What follows belongs to an exercise in optimizing a design on an open flow for small area, a short achievable clock period and few clock cycles per item; a production flow would make more cautious choices. RTL that was checked went through simulation tests only; none was proved equivalent to the original. The RTL of runs 1 and 2 was laid out without a check of its function. Power and IR drop assume default switching activity.

==> flow/design.v <==
package softmax_pkg;
  typedef logic [15:0] stream_word_t;
  typedef logic signed [15:0] lane_t;
  typedef logic [16*32-1:0] vec_t;
  typedef logic [17:0] sum_t;
  typedef logic [8-1:0] prob_t;
  typedef enum logic [1:0] {
    MODE_BYPASS  = 2'd0,
    MODE_SOFTMAX = 2'd1
  } mode_t;
endpackage
`timescale 1ns/1ps
module softmax_top (
  input  logic        clk,
  input  logic        rst_n,
  input  logic [15:0] fifo_data,
  input  logic        fifo_empty,
  output logic        rd_en,
  output logic [15:0] tx_data,
  output logic        tx_empty,
  input  logic        tx_fifo_en,
  input  logic [1:0]  control
);
  logic run;
  assign run = (control != 2'd0);
  logic [255:0] rx;         
  logic [95:0]  rf0, rf1;   
  logic [3:0]   ph, ph1;    
  logic [3:0]   wp;         
  logic [3:0]   rp;         
  logic [3:0]   opm;        
  logic         at_op;
  logic [3:0]   cnt;        
  logic [4:0]   rem;        
  logic         cpar;       
  logic [3:0]   lcnt;       
  logic         opar;       
  logic [5:0]   diff;       
  logic         empty_r;    
  logic         cons_q;     
  logic         in_ok_q;    
  logic         in_ok, take, cons, load, complete;
  logic [5:0]   cls_pair;
  assign ph1 = ph + 4'd1;
  always_ff @(posedge clk) begin
    rx  <= {take ? fifo_data : rx[15:0], rx[255:16]};
    rf0 <= {(cons & ~cpar) ? cls_pair : rf0[5:0], rf0[95:6]};
    rf1 <= {(cons &  cpar) ? cls_pair : rf1[5:0], rf1[95:6]};
    ph  <= ph1;
  end
  logic signed [7:0] mrun, mcur;
  logic signed [7:0] in_lo, in_hi, in_mx, new_mx;
  assign in_lo  = fifo_data[7:0];
  assign in_hi  = fifo_data[15:8];
  assign in_mx  = (in_hi > in_lo) ? in_hi : in_lo;
  assign new_mx = ((cnt == 4'd0) || (in_mx > mrun)) ? in_mx : mrun;
  always_ff @(posedge clk) begin
    if (take) begin
      mrun <= new_mx;
      if (cnt == 4'd15) mcur <= new_mx;
    end
  end
  logic [7:0] d_h0, d_h1;
  assign d_h0 = mcur - rx[7:0];
  assign d_h1 = mcur - rx[15:8];
  function automatic logic [2:0] cls_of(input logic [7:0] d);
    cls_of = (d < 8'd6) ? d[2:0] : 3'd6;
  endfunction
  function automatic logic [3:0] sat_of(input logic [7:0] d);
    sat_of = (d[7:4] != 4'd0) ? 4'd15 : d[3:0];
  endfunction
  function automatic logic [12:0] exp_of(input logic [3:0] d);
    exp_of = (d == 4'd0) ? 13'd4096 :
             (d == 4'd1) ? 13'd1507 :
             (d == 4'd2) ? 13'd554  :
             (d == 4'd3) ? 13'd204  :
             (d == 4'd4) ? 13'd75   :
             (d == 4'd5) ? 13'd28   :
             (d == 4'd6) ? 13'd10   :
             (d == 4'd7) ? 13'd4    :
             (d == 4'd8) ? 13'd1    :
             (d == 4'd9) ? 13'd1    : 13'd0;   
  endfunction
  assign cls_pair = {cls_of(d_h1), cls_of(d_h0)};
  logic [7:0]  dq;
  logic        s1_valid, s1_first, s1_last;
  logic [17:0] acc, acc_next, sdiv;
  logic        spend;     
  logic        dbusy;
  logic        start;
  always_ff @(posedge clk) begin
    dq       <= cons ? {sat_of(d_h1), sat_of(d_h0)} : 8'hff;
    s1_first <= cons & (rem == 5'd16);
    s1_last  <= (rem == 5'd1);
    acc      <= acc_next;
  end
  assign acc_next = (s1_first ? 18'd0 : acc)
                  + 18'(exp_of(dq[3:0])) + 18'(exp_of(dq[7:4]));
  assign start    = ~dbusy & (spend | (s1_valid & s1_last));
  always_ff @(posedge clk) begin
    if (start) sdiv <= acc_next;
  end
  assign cons     = cons_q;
  assign in_ok    = in_ok_q;
  assign take     = run & ~fifo_empty & in_ok;
  assign complete = take & (cnt == 4'd15);
  logic       pvalid;
  logic       pop;
  logic [3:0] ocnt;
  logic       av;
  logic [5:0] ad;
  assign pop  = run & tx_fifo_en & av & pvalid;
  assign load = (~av | pop) & (diff != 6'd0) & at_op;
  logic [3:0] cnt_n, wp_n, rp_n, opm_n;
  logic [4:0] rem_n;
  logic [5:0] diff_n;
  logic       empty_n, spend_n, dbusy_n, hold0_n, cons_n, in_ok_n;
  always_comb begin
    cnt_n  = take ? cnt + 4'd1 : cnt;
    wp_n   = take ? ph1 : wp;
    rem_n  = complete ? 5'd16 : (cons ? rem - 5'd1 : rem);
    rp_n   = (complete | cons) ? ph1 : rp;
    diff_n = diff + 6'(cons) - 6'(load);
    if (take && empty_r) opm_n = ph + 4'd13;    
    else if (load)       opm_n = ph1;
    else                 opm_n = opm;
    empty_n = (cnt_n == 4'd0) & (rem_n == 5'd0) & (diff_n == 6'd0);
    spend_n = start ? 1'b0 : ((s1_valid & s1_last) | spend);
    dbusy_n = start | (dbusy & ~xfer);
    hold0_n = spend_n | (cons & (rem == 5'd1) & dbusy_n);
    cons_n  = (rem_n != 5'd0) & (rp_n == ph1) & ~diff_n[5] & (~rem_n[4] | ~hold0_n);
    in_ok_n = empty_n | ((wp_n == ph1) & ((rem_n == 5'd0) | (rp_n != wp_n) | cons_n));
  end
  always_ff @(posedge clk) begin
    wp    <= wp_n;
    rp    <= rp_n;
    opm   <= opm_n;
    at_op <= (opm_n == ph1);
  end
  always_ff @(posedge clk or negedge rst_n) begin
    if (!rst_n) begin
      cnt      <= '0;
      rem      <= '0;
      diff     <= '0;
      cpar     <= 1'b0;
      s1_valid <= 1'b0;
      spend    <= 1'b0;
      empty_r  <= 1'b1;
      cons_q   <= 1'b0;
      in_ok_q  <= 1'b1;
    end else begin
      cnt      <= cnt_n;
      rem      <= rem_n;
      diff     <= diff_n;
      empty_r  <= empty_n;
      cons_q   <= cons_n;
      in_ok_q  <= in_ok_n;
      if (cons && rem == 5'd1) cpar <= ~cpar;
      s1_valid <= cons;
      spend    <= spend_n;
    end
  end
  logic [3:0]  k, k_n;
  logic        f0, fa9, fb7, f12;    
  logic [16:0] ra, rb;
  logic [12:0] qa, qb;
  logic [12:0] qa_n, qb_n;
  logic [16:0] ta, tb;
  logic [17:0] t2a, t2b;
  logic [18:0] sba, sbb;    
  logic        gea, geb;
  logic        ptab_free, xfer;
  always_comb begin
    ta = f0  ? 17'd2048 :     
         fa9 ? 17'd3264 :     
               ra;
    tb = f0  ? 17'd3014 :     
         fb7 ? 17'd2216 :     
               rb;
    t2a = {ta, 1'b0};
    t2b = {tb, 1'b0};
    sba = {1'b0, t2a} - {1'b0, sdiv};
    sbb = {1'b0, t2b} - {1'b0, sdiv};
    gea = ~sba[18];
    geb = ~sbb[18];
  end
  assign qa_n = {qa[11:0], gea};
  assign qb_n = {qb[11:0], geb};
  always_ff @(posedge clk) begin
    ra <= gea ? sba[16:0] : t2a[16:0];
    rb <= geb ? sbb[16:0] : t2b[16:0];
    qa <= qa_n;
    qb <= qb_n;
  end
  logic [2:0] q4;
  logic       q5;
  assign q4 = (sdiv <= 18'd4800)  ? 3'd4 :
              (sdiv <= 18'd6400)  ? 3'd3 :
              (sdiv <= 18'd9600)  ? 3'd2 :
              (sdiv <= 18'd19200) ? 3'd1 : 3'd0;
  assign q5 = (sdiv <= 18'd7168);
  assign xfer = dbusy & f12 & ptab_free;
  always_comb begin
    if (start)              k_n = 4'd0;
    else if (dbusy && f12)  k_n = 4'd0;       
    else if (dbusy)         k_n = k + 4'd1;
    else                    k_n = k;
  end
  always_ff @(posedge clk) begin
    k   <= k_n;
    f0  <= (k_n == 4'd0);
    fa9 <= (k_n == 4'd9);
    fb7 <= (k_n == 4'd7);
    f12 <= (k_n == 4'd12);
  end
  always_ff @(posedge clk or negedge rst_n) begin
    if (!rst_n) dbusy <= 1'b0;
    else        dbusy <= dbusy_n;
  end
  logic [7:0] p0;
  logic [6:0] p1;
  logic [5:0] p2;
  logic [3:0] p3;
  logic [2:0] p4;
  logic       p5;
  assign ptab_free = ~pvalid | (pop & (ocnt == 4'd15));
  always_ff @(posedge clk) begin
    if (xfer) begin
      p0 <= qa_n[12] ? 8'd255 : qa_n[11:4];
      p3 <= qa_n[3:0];
      p1 <= qb_n[12:6];
      p2 <= qb_n[5:0];
      p4 <= q4;
      p5 <= q5;
    end
  end
  logic [5:0] lpos_pair;
  assign lpos_pair = opar ? rf1[23:18] : rf0[23:18];    
  always_ff @(posedge clk) begin
    if (load) ad <= lpos_pair;
  end
  always_ff @(posedge clk or negedge rst_n) begin
    if (!rst_n) begin
      pvalid <= 1'b0;
      ocnt   <= '0;
      av     <= 1'b0;
      lcnt   <= '0;
      opar   <= 1'b0;
    end else begin
      if (pop) ocnt <= ocnt + 4'd1;
      if (xfer) pvalid <= 1'b1;
      else if (pop && ocnt == 4'd15) pvalid <= 1'b0;
      av <= load | (av & ~pop);
      if (load) begin
        lcnt <= lcnt + 4'd1;
        if (lcnt == 4'd15) opar <= ~opar;
      end
    end
  end
  function automatic logic [7:0] prob_of(input logic [2:0] c,
                                         input logic [7:0] q0, input logic [6:0] q1,
                                         input logic [5:0] q2, input logic [3:0] q3,
                                         input logic [2:0] q4, input logic q5);
    logic [7:0] r;
    case (c)
      3'd0:    r = q0;
      3'd1:    r = {1'b0, q1};
      3'd2:    r = {2'b0, q2};
      3'd3:    r = {4'b0, q3};
      3'd4:    r = {5'b0, q4};
      3'd5:    r = {7'b0, q5};
      default: r = 8'd0;
    endcase
    prob_of = r;
  endfunction
  logic [15:0] core_data;
  assign core_data = {prob_of(ad[5:3], p0, p1, p2, p3, p4, p5),
                      prob_of(ad[2:0], p0, p1, p2, p3, p4, p5)};
  assign rd_en    = run ? in_ok : tx_fifo_en;
  assign tx_data  = run ? core_data : fifo_data;
  assign tx_empty = run ? ~(av & pvalid) : fifo_empty;
endmodule
==> flow/flow/run.sh <==
#!/bin/bash
# The standard layout (standard.sh), changed only in how hard and where the
# layout is optimised, not in the constraints it is signed off at:
#  - port buffers are sky130_fd_sc_hd__buf_4 instead of the delay cell buffer_ports picks
#    (every port still gets its own buffer),
#  - the pin placer keeps all pins on one edge (-exclude left:* -exclude right:* -exclude bottom:*), so the
#    bypass paths between input and output pins stay short.
# The full make output goes to make_flow.log; ORFS keeps each step's log
# under orfs/logs.
set -uo pipefail
sed -e 's/SETUP_SLACK_MARGIN=[0-9.]*/SETUP_SLACK_MARGIN=6.0 BUFFER_PORTS_ARGS="-buffer_cell sky130_fd_sc_hd__buf_4" PLACE_PINS_ARGS="-exclude left:* -exclude right:* -exclude bottom:*"/' standard.sh > standard_tuned.sh
bash standard_tuned.sh > make_flow.log 2>&1
status=$?
echo "standard flow exit $status"
exit $status
==> flow/standard.sh <==
#!/bin/bash
# synth_recipe.tcl (not shown) runs the flow's synth.tcl, then flattens the netlist and writes it again
# the make line also repeats each setting of config.mk as NAME=value (left out here)
make -C /OpenROAD-flow-scripts/flow DESIGN_CONFIG=/design/flow/config.mk WORK_HOME=/design/flow/orfs CLKGATE_MAP_FILE= SYNTH_SCRIPT=/design/flow/synth_recipe.tcl "${@:-finish}"
==> flow/config.mk <==
export PLATFORM = sky130hd
export DESIGN_NAME = softmax_top
export DESIGN_NICKNAME = softmax_top
export VERILOG_FILES = /design/flow/design.v
export SDC_FILE = /design/flow/constraint.sdc
export NUM_CORES = 4
export LEC_CHECK = 0
export CAP_MARGIN = 20
export CORE_MARGIN = 2
export CORE_UTILIZATION = 65
export CTS_BUF_LIST = sky130_fd_sc_hd__clkbuf_16
export CTS_CLUSTER_DIAMETER = 100
export CTS_CLUSTER_SIZE = 28
export SETUP_SLACK_MARGIN = 5.0
export SLEW_MARGIN = 20
==> flow/constraint.sdc <==
create_clock -name core_clock -period 10.0 [get_ports {clk}]
set_input_delay 2.0000 -clock core_clock [delete_from_list [all_inputs] [get_ports {clk}]]
set_output_delay 2.0000 -clock core_clock [all_outputs]
set_load 0.01 [all_outputs]
==> results by group, run 1 <==
Final layout
  – Final #Nets: 1939
  – Antenna cells: 0
  – Area Overhead vs Synth: 10.9%
  – Reg area: 14100 um^2
  – Multi-input gate area: 7320 um^2
  – # fillers: 2246
  – Layout cells sized above 1: 14.2%
  – Most common cell after layout, fill and taps aside: dfxtp_1
  – Final cell utilization of the core: 73.1%
  – Most frequent cells in the layout: dfxtp_1, nand2_1, inv_1

Power and ir drop
  – Pwr Density: 186 nW/um^2
  – Switch Pwr: 0.996 mW
  – Power share of the combinational group: 8.3%
  – Sequential power share: 62.7%
  – Internal Pwr Total: 3.42 mW
  – Max VDD drop: 0.000165 V
  – Clock share of power: 29.0%
  – Leak: 10.0 nW
  – Switching Fraction: 22.5%

Synthesis
  – Synth top area share: 52.2%
  – Seq cells post-synth: 661
  – Yosys top cell by area: dfxtp_1
  – Synth top area cells: dfxtp_1, edfxtp_1, ha_1, dfrtp_1, mux2_2
  – Synth Cell Area: 21400 um^2
  – Warnings, synthesis: 1
  – EDFF count, synth: 69
  – Sequential-to-total area share from yosys stat: 65.7%
  – Top_reg_cell synth: dfxtp_1
  – Syn Inst Count: 1746
  – Post-Syn Nets: 1878
  – Async SR Flop Fraction: 4.99%
  – Synth cell types: 72
  – Syn Area/Cell: 12.3 um^2

Critical path
  – CP max FO: 4
  – Worst EP arrival: 2.90 ns
  – CP Launch Point: control[0]
  – Worst path slowest cell: or4_4
  – CP Capture Type: output port
  – Crit path kind: in -> out
  – Worst R2R Setup Slack: 6.17 ns
  – Crit path largest cell delay: 0.45 ns
  – Most used cell, CP: buf_6
  – Reg2reg end: rb[6]
  – R2r startpoint: fb7
  – Worst Setup Start Kind: input pin
  – Worst path required time: 8.00 ns
  – WP buf/inv: 3
  – Worst Reg-to-Reg Cells: 11
  – Top delay family on crit path: simple AND/OR/NAND/NOR gates
  – Crit-path cells: buf_8, nor2_4, buf_6, or4_4, o21ai_2, buf_6

Timing
  – Worst Skew: 0.0242 ns
  – Max Clock Freq: 0.204 GHz
  – Min Tclk post-route: 4.90 ns
  – Final hold viol count: 0
  – Max_slew headroom: 44.0%
  – Fin crit share: 49.0%
  – Worst Tran Pin Value: 0.838 ns
  – RSZ-0062 raised after global routing: yes
  – Final setup fails: 0
  – TNS Setup: 0 ns
  – Max-slew violation count: 0

Floorplan
  – Die area: 34500 um^2
  – Core Box Area: 32500 um^2
  – Die width: 186 um
  – Cell row count: 66
  – Initial Util: 65.9%
  – IO Count: 40
  – Chip height: 186 um

Clocking
  – Num CTS Buffers: 27
  – Sink Count: 661
  – Clock slew at reported path FFs: 0.10 ns
  – CTS tree: built
  – H-tree lvl count: 1
  – Worst-Skew Late Latency: 0.60 ns
  – Hold Buf Count CTS: 0
  – CTS root buf: clkbuf_16
  – Max clock buf depth: 3

Hold path
  – Worst Hold Path EP: rx[65]
  – HP Start: rx[81]
  – Worst hold path class: reg -> reg
  – Hold path cells: 0

Detailed routing
  – Wirelength per Cell: 17.1 um
  – Remaining antenna violation count: 0
  – Routed WL: 38.6 mm
  – TritonRoute pass-1 iters: 4
  – Number of DRC markers in iteration 0: 617
  – Routed vias/inst: 5.30
  – Routed via count: 11984
  – # DRC: 0

GRT
  – Remaining Overflow, GRT: 0
  – Number of global-route vias before repair: 11981
  – GRT Util Overall: 22.7%
  – Global-route wire length before repair: 61.5 mm
  – Initial antenna violation count: 0
  – Largest net degree at the start of global routing: 45

Placement
  – PortBufs: 39
  – GP Congestion: 0.863
  – DP HPWL: 26.9 mm

Run status
  – Status: no timing/DRC/antenna violations

Job
  – MaxCap Viol Count: 0
## cells by family after synthesis
logic type	synth area share, %
flops	65.7
mux	3.60
fa+ha+maj	7.05
simple gates	9.45
compound gates	8.35
buf+inv	2.44
xor+xnor	3.39
## per-stage QoR
| stage | worst slack, ns | area (um^2) | hold slack, ns | total power, mW | instances |
|---|---|---|---|---|---|
| after floorplan | 4.82 | 21700 | 0.310 | 3.03 | 1746 |
| after global placement | 3.93 | 22400 | 0.310 | 3.11 | 2191 |
| after detailed placement | 3.88 | 22400 | 0.312 | 3.12 | 2191 |
| after CTS | 5.12 | 23600 | 0.318 | 4.41 | 2254 |
| after global routing | 5.09 | 23800 | 0.331 | 4.57 | 2260 |
| final | 5.10 | 23800 | 0.319 | 4.42 | 2260 |
## layout make-up
cell class | instances | share of cell area (%)
clock inverter | 11 | 0.247
multi-input combinational | 948 | 30.8
sequential | 661 | 59.3
clock buffer | 29 | 3.05
inverter | 98 | 1.60
tap | 442 | 2.33
timing repair buffer | 71 | 2.63
## worst max path at each step
stage,end,cells after the start
floorplan,mcur[1],16
global placement,mcur[0],17
detailed placement,mcur[0],17
CTS,tx_data[6],6
global route,tx_data[6],6
finish,tx_data[6],6
## power by group through the flow
| stage | Combinational [mW] | Sequential [mW] | Clock, mW |
|---|---|---|---|
| after floorplan | 0.226 | 2.80 | 0 |
| after global placement | 0.279 | 2.83 | 0 |
| after detailed placement | 0.287 | 2.83 | 0 |
| after CTS | 0.325 | 2.77 | 1.32 |
| after global routing | 0.399 | 2.78 | 1.40 |
| final | 0.365 | 2.77 | 1.28 |
## per-layer routing
metal  vias up  wire length, um  global-route usage (%)
li1       6036                -                       -
met1      5735            18300                    31.4
met2       148            18000                    37.6
met3        63             1080                    2.58
met4         2             1210                    7.59
met5         -               45                    1.04
## state kept, by name, summed over array words and instances, names as in the netlist, 5 cells and up
name	flops
acc	18
ad	6
diff	6
dq	8
mcur	8
mrun	8
p0	8
p1	7
p2	6
qa	12
qb	12
ra	17
rb	17
rem	5
rf0	96
rf1	96
rx	256
sdiv	18
## cells in the mapped netlist (9+ instances only)
cell and number:
dfxtp_1 559, nand2_1 118, nor2_1 104, inv_1 97, ha_1 92, o21ai_0 81
edfxtp_1 69, a21oi_1 54, xnor2_1 51, mux2_2 45, clkbuf_1 32, nor2b_1 32
xor2_1 32, a21o_1 31, dfrtp_1 31, and2_1 24, nand2b_1 24, nand3_1 24
fa_1 18, o21a_1 18, nor3_1 16, nand4_1 14, mux2i_1 13, or2_2 13
and3_1 11, a22oi_1 9, a31oi_1 9, o21bai_1 9
## what timing repair did
| action | in CTS | in global routing |
|---|---|---|
| setup buffers | 23 | 6 |
| pin swaps | 21 | 15 |
| resized for setup | 46 | 42 |
| setup endpoints to repair | 120 | 55 |
## worst reg2reg max path, cell delays in order (launching register included)
cell and delay [ns]:
dfxtp_1 0.52, inv_1 0.21, a21o_1 0.21, ha_1 0.33
nor2b_1 0.16, o31a_1 0.27, o31a_1 0.30, a41oi_2 0.32
o21ai_2 0.13, a41o_1 0.31, o22ai_4 0.55, mux2_2 0.42
==> run 2: changes to the inputs <==
==> flow/run.sh (new file) <==
#!/bin/bash
# synth_recipe.tcl (not shown) runs the flow's synth.tcl, then flattens the netlist and writes it again
# the make line also repeats each setting of config.mk as NAME=value (left out here)
make -C /OpenROAD-flow-scripts/flow DESIGN_CONFIG=/design/flow/config.mk WORK_HOME=/design/flow/orfs CLKGATE_MAP_FILE= SYNTH_SCRIPT=/design/flow/synth_recipe.tcl finish
removed: flow/flow/run.sh
removed: flow/standard.sh
==> results by group, run 2 <==
Run status
  – Status: no timing/DRC/antenna violations

Synthesis
  – Most frequent cell after synthesis: dfxtp_1
  – Seq cells post-synth: 661
  – EDFF count, synth: 69
  – Synth top area share: 52.2%
  – Syn Area/Cell: 12.3 um^2
  – Async SR Flop Fraction: 4.99%
  – Sequential-to-total area share from yosys stat: 65.7%
  – Syn Inst Count: 1746
  – Synth cell types: 72
  – Synth top area cells: dfxtp_1, edfxtp_1, ha_1, dfrtp_1, mux2_2
  – Top_reg_cell synth: dfxtp_1
  – Warnings, synthesis: 1
  – Most frequent cells after synthesis: dfxtp_1, nand2_1, nor2_1, inv_1, ha_1
  – Yosys top cell by area: dfxtp_1
  – Post-Syn Nets: 1878
  – Synth Cell Area: 21400 um^2

Final layout
  – Final cell utilization of the core: 71.9%
  – Most frequent cells in the layout: dfxtp_1, nand2_1, inv_1
  – Largest reg by FF count: rx
  – Final #Nets: 1931
  – Most common cell after layout, fill and taps aside: dfxtp_1
  – Layout cells sized above 1: 10.3%
  – Final instance area: 23400 um^2
  – Largest regs: rx: 256 flops, rf0: 96 flops, rf1: 96 flops
  – Final Instance Count excl. Fillers: 2256
  – Max reg flops: 256
  – Area Overhead vs Synth: 9.03%

Timing
  – Worst Skew: 0.0292 ns
  – Worst Tran Pin Value: 0.950 ns
  – Fin crit share: 50.4%
  – RSZ-0062 raised after global routing: yes
  – Max Clock Freq: 0.198 GHz
  – TNS Setup: 0 ns
  – Final setup fails: 0
  – Final hold slack: 0.324 ns
  – Min Tclk post-route: 5.04 ns
  – Max-slew violation count: 0
  – Final hold viol count: 0
  – Max_slew headroom: 35.8%

Floorplan
  – Initial Util: 65.9%
  – Die area: 34500 um^2
  – IO Count: 40
  – Core Box Area: 32500 um^2
  – Die width: 186 um
  – Chip height: 186 um
  – Cell row count: 66

GRT
  – Number of global-route vias before repair: 11943
  – Remaining Overflow, GRT: 0
  – Initial antenna violation count: 0
  – GRT Util Overall: 22.8%
  – Global-route wire length before repair: 61.8 mm
  – Largest net degree at the start of global routing: 45

Hold path
  – Worst hold path class: reg -> reg
  – Hold path cells: 0
  – Worst Hold Path EP: rf0[35]
  – HP Start: rf0[41]

Placement
  – GP Congestion: 0.820
  – PortBufs: 39
  – DP HPWL: 27.2 mm
  – Placed insts: 2195
  – DP Area: 22400 um^2

Detailed routing
  – Routed via count: 11992
  – # DRC: 0
  – Metal1 wirelength: 18.2 mm
  – Wire length on met3: 1.09 mm
  – Met2 wire len: 18.5 mm
  – Remaining antenna violation count: 0
  – Routed WL: 38.6 mm
  – Wirelength per Cell: 17.1 um
  – TritonRoute pass-1 iters: 4
  – Number of DRC markers in iteration 0: 747
  – Routed vias/inst: 5.32
  – Uppermost layer routed: met4

Clocking
  – Worst-Skew Late Latency: 0.60 ns
  – Hold Buf Count CTS: 0
  – CTS tree: built
  – Clock slew at reported path FFs: 0.10 ns
  – Sink Count: 661
  – Max clock buf depth: 3
  – Num CTS Buffers: 27
  – CTS root buf: clkbuf_16
  – H-tree lvl count: 1

Critical path
  – Worst path required time: 8.00 ns
  – Worst Reg-to-Reg Cells: 11
  – R2r startpoint: f0
  – CP Capture Type: output port
  – Worst Setup Start Kind: input pin
  – Worst R2R Setup Slack: 5.85 ns
  – Crit path kind: in -> out
  – CP Launch Point: control[1]
  – Worst EP arrival: 3.04 ns
  – Reg2reg end: ra[4]
  – CP max FO: 5

Power and ir drop
  – Pwr Density: 185 nW/um^2
  – Max VDD drop: 0.000159 V
  – Leak: 9.90 nW

Job
  – MaxCap Viol Count: 0
-- run 2: how the worst max path moves through the flow --
stage                            end  slack (ns)
final                     tx_data[6]        4.96
after global routing      tx_data[6]        4.94
after CTS                 tx_data[6]        4.91
after detailed placement     mcur[0]        3.65
after global placement       mcur[0]        3.44
after floorplan              mcur[1]        4.82
-- run 2: cell type report --
type                            instances  area (um^2)
Fill cell                            2310         9160
Timing Repair Buffer                   62          539
Inverter                               98          375
Antenna cell                            1         2.50
Clock buffer                           27          676
Tap cell                              442          553
Sequential cell                       661        14100
Multi-Input combinational cell        949         7060
Clock inverter                         16         83.8
-- run 2: per-stage QoR --
step           power, mW  worst slack, ns
5_1_grt             4.47             4.94
2_1_floorplan       3.01             4.82
3_3_place_gp        3.09             3.44
3_5_place_dp        3.10             3.65
4_1_cts             4.34             4.91
6_report            4.31             4.96
-- run 2: metal layers --
| metal | vias up | global-route usage (%) |
|---|---|---|
| met4 | 0 | 5.70 |
| met5 | - | 0 |
| met3 | 65 | 2.27 |
| met2 | 166 | 39.1 |
| met1 | 5749 | 31.5 |
| li1 | 6012 | - |
-- run 2: logic make-up (layout without fill, tap and decap cells) --
logic type / Yosys count / after routing / synth area share [%]
compound gates: 274 / 274 / 8.35
xor+xnor: 83 / 83 / 3.39
fa+ha+maj: 110 / 110 / 7.05
buf+inv: 137 / 203 / 2.44
flops: 661 / 661 / 65.7
mux: 67 / 67 / 3.60
other cells: 0 / 1 / 0
simple gates: 414 / 415 / 9.45
-- run 2: critical path: stages --
cell and delay (ns):
buf_8 0.08, nor2_2 0.04, buf_6 0.13, buf_8 0.13, or4_4 0.43, o21ai_4 0.09
buf_6 0.13
-- run 2: repair_timing --
| item | CTS | global route |
|---|---|---|
| cloned | 2 | 0 |
| gates resized for setup | 123 | 22 |
| buffers inserted | 13 | 2 |
| pin swaps | 10 | 4 |
| endpoints found under the setup margin | 37 | 27 |
-- run 2: report_power, final --
part	switching (mW)	total, mW	internal, mW
sequential	0.0487	2.77	2.72
clock	0.762	1.26	0.500
combinational	0.150	0.286	0.136
total	0.961	4.31	3.35
==> run 3: changes to the inputs <==
--- a/flow/design.v
+++ b/flow/design.v
@@ -50,13 +50,18 @@
   end
   logic signed [7:0] mrun, mcur;
-  logic signed [7:0] in_lo, in_hi, in_mx, new_mx;
-  assign in_lo  = fifo_data[7:0];
-  assign in_hi  = fifo_data[15:8];
-  assign in_mx  = (in_hi > in_lo) ? in_hi : in_lo;
-  assign new_mx = ((cnt == 4'd0) || (in_mx > mrun)) ? in_mx : mrun;
+  logic signed [7:0] in_lo, in_hi;
+  logic hi_gt_lo, r_gt_lo, r_gt_hi;
+  logic signed [7:0] in_mx, in_mx3;
+  assign in_lo    = fifo_data[7:0];
+  assign in_hi    = fifo_data[15:8];
+  assign hi_gt_lo = (in_hi > in_lo);
+  assign r_gt_lo  = (mrun > in_lo);
+  assign r_gt_hi  = (mrun > in_hi);
+  assign in_mx    = hi_gt_lo ? in_hi : in_lo;
+  assign in_mx3   = hi_gt_lo ? (r_gt_hi ? mrun : in_hi) : (r_gt_lo ? mrun : in_lo);
   always_ff @(posedge clk) begin
     if (take) begin
-      mrun <= new_mx;
-      if (cnt == 4'd15) mcur <= new_mx;
+      mrun <= (cnt == 4'd0) ? in_mx : in_mx3;
+      if (cnt == 4'd15) mcur <= in_mx3;
     end
   end
@@ -130,5 +135,5 @@
     hold0_n = spend_n | (cons & (rem == 5'd1) & dbusy_n);
     cons_n  = (rem_n != 5'd0) & (rp_n == ph1) & ~diff_n[5] & (~rem_n[4] | ~hold0_n);
-    in_ok_n = empty_n | ((wp_n == ph1) & ((rem_n == 5'd0) | (rp_n != wp_n) | cons_n));
+    in_ok_n = empty_n | ((wp_n == ph1) & (((5'(cnt_n) + rem_n) < 5'd16) | cons_n));
   end
   always_ff @(posedge clk) begin
@@ -225,18 +230,30 @@
   logic       p5;
   assign ptab_free = ~pvalid | (pop & (ocnt == 4'd15));
-  always_ff @(posedge clk) begin
-    if (xfer) begin
-      p0 <= qa_n[12] ? 8'd255 : qa_n[11:4];
-      p3 <= qa_n[3:0];
-      p1 <= qb_n[12:6];
-      p2 <= qb_n[5:0];
-      p4 <= q4;
-      p5 <= q5;
-    end
+  logic [7:0] p0_n;
+  logic [6:0] p1_n;
+  logic [5:0] p2_n;
+  logic [3:0] p3_n;
+  logic [2:0] p4_n;
+  logic       p5_n;
+  assign p0_n = xfer ? (qa_n[12] ? 8'd255 : qa_n[11:4]) : p0;
+  assign p3_n = xfer ? qa_n[3:0]  : p3;
+  assign p1_n = xfer ? qb_n[12:6] : p1;
+  assign p2_n = xfer ? qb_n[5:0]  : p2;
+  assign p4_n = xfer ? q4         : p4;
+  assign p5_n = xfer ? q5         : p5;
+  always_ff @(posedge clk) begin
+    p0 <= p0_n;
+    p1 <= p1_n;
+    p2 <= p2_n;
+    p3 <= p3_n;
+    p4 <= p4_n;
+    p5 <= p5_n;
   end
   logic [5:0] lpos_pair;
   assign lpos_pair = opar ? rf1[23:18] : rf0[23:18];    
-  always_ff @(posedge clk) begin
-    if (load) ad <= lpos_pair;
+  logic [5:0] ad_n;
+  assign ad_n = load ? lpos_pair : ad;
+  always_ff @(posedge clk) begin
+    ad <= ad_n;
   end
   always_ff @(posedge clk or negedge rst_n) begin
@@ -274,9 +291,17 @@
     prob_of = r;
   endfunction
-  logic [15:0] core_data;
-  assign core_data = {prob_of(ad[5:3], p0, p1, p2, p3, p4, p5),
-                      prob_of(ad[2:0], p0, p1, p2, p3, p4, p5)};
+  logic [15:0] txq;
+  logic        offq;
+  always_ff @(posedge clk) begin
+    txq <= {prob_of(ad_n[5:3], p0_n, p1_n, p2_n, p3_n, p4_n, p5_n),
+            prob_of(ad_n[2:0], p0_n, p1_n, p2_n, p3_n, p4_n, p5_n)};
+  end
+  always_ff @(posedge clk or negedge rst_n) begin
+    if (!rst_n) offq <= 1'b0;
+    else        offq <= (load | (av & ~pop)) &
+                        (xfer | (pvalid & ~(pop & (ocnt == 4'd15))));
+  end
   assign rd_en    = run ? in_ok : tx_fifo_en;
-  assign tx_data  = run ? core_data : fifo_data;
-  assign tx_empty = run ? ~(av & pvalid) : fifo_empty;
+  assign tx_data  = run ? txq : fifo_data;
+  assign tx_empty = run ? ~offq : fifo_empty;
 endmodule
==> results by group, run 3 <==
Critical path
  – Worst Reg-to-Reg Cells: 15
  – R2r startpoint: dq[2]
  – CP Capture Type: output port
  – Crit path kind: in -> out
  – Worst path slowest cell: or2_4
  – Worst Setup Start Kind: input pin
  – Crit-path cells: buf_6, or2_4, buf_4, nand2_1, o21ai_0, clkdlybuf4s15_2
  – Reg2reg end: sdiv[15]
  – CP max FO: 7
  – Worst EP arrival: 2.97 ns
  – Crit path largest cell delay: 0.30 ns
  – Worst R2R Setup Slack: 5.49 ns
  – Worst path required time: 8.00 ns

Timing
  – Max_slew headroom: 41.4%
  – Min Tclk post-route: 4.97 ns
  – Worst Skew: 0.0239 ns
  – Fin crit share: 49.7%
  – Final setup fails: 0
  – Worst Tran Pin Value: 0.872 ns
  – Final hold slack: 0.316 ns
  – Max-slew violation count: 0
  – RSZ-0062 raised after global routing: yes
  – Max Clock Freq: 0.201 GHz
  – Final hold viol count: 0
  – TNS Setup: 0 ns

Final layout
  – Most frequent cells in the layout: dfxtp_1, nand2_1, inv_1
  – Largest regs: rx: 256 flops, rf0: 96 flops, rf1: 96 flops
  – Antenna cells: 0
  – Max reg flops: 256
  – Final #Nets: 2104
  – Layout cells sized above 1: 6.39%
  – Largest reg by FF count: rx
  – # fillers: 2371
  – Area Overhead vs Synth: 7.79%
  – Final instance area: 23900 um^2
  – Most common cell after layout, fill and taps aside: dfxtp_1

Clocking
  – Max clock buf depth: 3
  – Num CTS Buffers: 28
  – CTS tree: built
  – Hold Buf Count CTS: 0
  – CTS root buf: clkbuf_16
  – H-tree lvl count: 1
  – Clock slew at reported path FFs: 0.10 ns
  – Worst-Skew Late Latency: 0.62 ns
  – Sink Count: 678

GRT
  – Initial antenna violation count: 1
  – Global-route wire length before repair: 69.6 mm
  – GRT Util Overall: 24.8%
  – Largest net degree at the start of global routing: 49
  – Number of global-route vias before repair: 13448
  – Remaining Overflow, GRT: 0

Floorplan
  – Initial Util: 66.0%
  – Chip height: 189 um
  – IO Count: 40
  – Core Box Area: 33600 um^2
  – Cell row count: 67
  – Die area: 35600 um^2
  – Die width: 189 um

Synthesis
  – EDFF count, synth: 34
  – Synth top area cells: dfxtp_1, ha_1, edfxtp_1, dfrtp_1, nand2_1
  – Async SR Flop Fraction: 5.01%
  – Syn Inst Count: 1913
  – Top_reg_cell synth: dfxtp_1
  – Synth Cell Area: 22200 um^2
  – Post-Syn Nets: 2057
  – Yosys top cell by area: dfxtp_1
  – Synth top area share: 55.0%
  – Warnings, synthesis: 1
  – Most frequent cells after synthesis: dfxtp_1, nand2_1, inv_1, nor2_1, ha_1
  – Synth cell types: 75
  – Most frequent cell after synthesis: dfxtp_1
  – Sequential-to-total area share from yosys stat: 63.5%
  – Syn Area/Cell: 11.6 um^2
  – Seq cells post-synth: 678

Detailed routing
  – TritonRoute pass-1 iters: 8
  – Remaining antenna violation count: 0
  – Routed via count: 13202
  – Routed WL: 43.4 mm
  – Wirelength per Cell: 17.9 um
  – # DRC: 0
  – Number of DRC markers in iteration 0: 750
  – Routed vias/inst: 5.45

Power and ir drop
  – Leak: 10.3 nW
  – Pwr Density: 199 nW/um^2
  – Max VDD drop: 0.000207 V

Hold path
  – Worst Hold Path EP: rx[191]
  – Hold path cells: 0
  – Worst hold path class: reg -> reg
  – HP Start: rx[207]

Placement
  – GP Congestion: 0.889
  – DP Area: 23000 um^2
  – DP HPWL: 30.3 mm
  – PortBufs: 39

Job
  – MaxCap Viol Count: 0

Run status
  – Status: no timing/DRC/antenna violations
run 3: stage by stage:
step	utilization, %	setup WS, ns	total power [mW]	std cells
floorplan	-	5.05	3.28	1913
global placement	68.5	3.88	3.45	2367
detailed placement	68.5	3.73	3.47	2367
CTS	71.1	4.86	4.76	2420
global route	71.2	4.99	4.94	2421
finish	71.2	5.03	4.75	2421
run 3: what timing repair did:
item / 4_1_cts / 5_1_grt
cloned: 4 / 0
resized for setup: 95 / 13
buffers inserted: 6 / 1
endpoints found under the setup margin: 19 / 9
pin swaps: 4 / 1
run 3: worst max-delay path by stage:
stage | endpoint | cells past startpoint | startpoint
5_1_grt | tx_data[11] | 4 | fifo_data[11]
3_5_place_dp | tx_data[11] | 5 | control[0]
4_1_cts | tx_data[11] | 4 | fifo_data[11]
2_1_floorplan | in_ok_q | 17 | control[1]
3_3_place_gp | tx_data[8] | 5 | control[1]
6_report | tx_data[2] | 6 | control[1]
run 3: cell type report:
cell class	instances	area [um^2]	area share, %
flip-flops and latches	678	14100	58.9
multi-input cells	1060	7480	31.3
clock buffers	29	726	3.03
well taps	448	561	2.34
inverters	139	522	2.18
repair buffers	53	457	1.91
clock inverters	14	95.1	0.397
run 3: per-layer routing:
metal | track usage [%] | vias to the layer above | part of all wire [%]
li1 | - | 6535 | -
met1 | 32.0 | 6281 | 43
met2 | 42.9 | 282 | 48
met3 | 3.17 | 104 | 4.2
met4 | 9.25 | 0 | 4.0
met5 | 0 | - | 0
run 3: report_power, final:
group	switching [mW]	total (mW)	leakage (nW)	internal, mW
Clock	0.797	1.33	0.442	0.536
Sequential	0.0615	2.87	5.68	2.81
Combinational	0.323	0.547	4.18	0.224
Total	1.18	4.75	10.3	3.57
run 3: logic make-up (layout without fill, tap and decap cells):
group / after synthesis / after routing / share of synthesized area [%]
AND/OR/NAND/NOR: 471 / 475 / 10.3
flip-flops: 678 / 678 / 63.5
XOR/XNOR: 83 / 83 / 3.28
multiplexers: 68 / 68 / 3.33
adder cells (fa/ha/maj): 123 / 123 / 7.53
AO/OA/AOI/OAI: 311 / 311 / 8.90
buffers and inverters: 179 / 235 / 3.15
run 3: worst max-delay path, delay by kind of cell:
| family | cells | cell delay [ns] |
|---|---|---|
| compound gates | 1 | 0.07 |
| buf+inv | 3 | 0.52 |
| simple gates | 2 | 0.36 |
Testbench counts of run 3, summed over its fixed seeds: cycles 3,440, items 192.

-- re-timing with driven ports --
Ports are ideal in the flow. The routed layouts listed here were re-timed in OpenROAD. Step 1 sets driving cells, clkbuf_16 on the clock port and buf_2 on the other inputs (assumed; they add their load-dependent delay and slew). Step 2 also shifts input and output timing later by t, the mid clock arrival at the registers, as if the neighbouring blocks saw the same clock. a / b / c = no drivers / after step 1 / after step 2; a / b = the first two.
| run | t (ns) | slack for setup (ns) | hold WS [ns] | worst setup path after step 2 | latest minus earliest clock arrival (ns) |
|---|---|---|---|---|---|
| run 1 | 0.637 | 5.098 / 5.037 / 4.774 | 0.319 / 0.319 / 0.319 | input to register | 0.032 / 0.032 |
| run 2 | 0.640 | 4.960 / 4.895 / 4.499 | 0.324 / 0.324 / 0.324 | input to register | 0.032 / 0.032 |
| run 3 | 0.657 | 5.030 / 4.997 / 4.604 | 0.316 / 0.316 / 0.316 | input to register | 0.026 / 0.025 |
After both steps setup and hold are still met in every run listed. For run 2, which loses most, drivers alone change the setup slack by -0.065 ns; drivers and shift together by -0.461 ns.
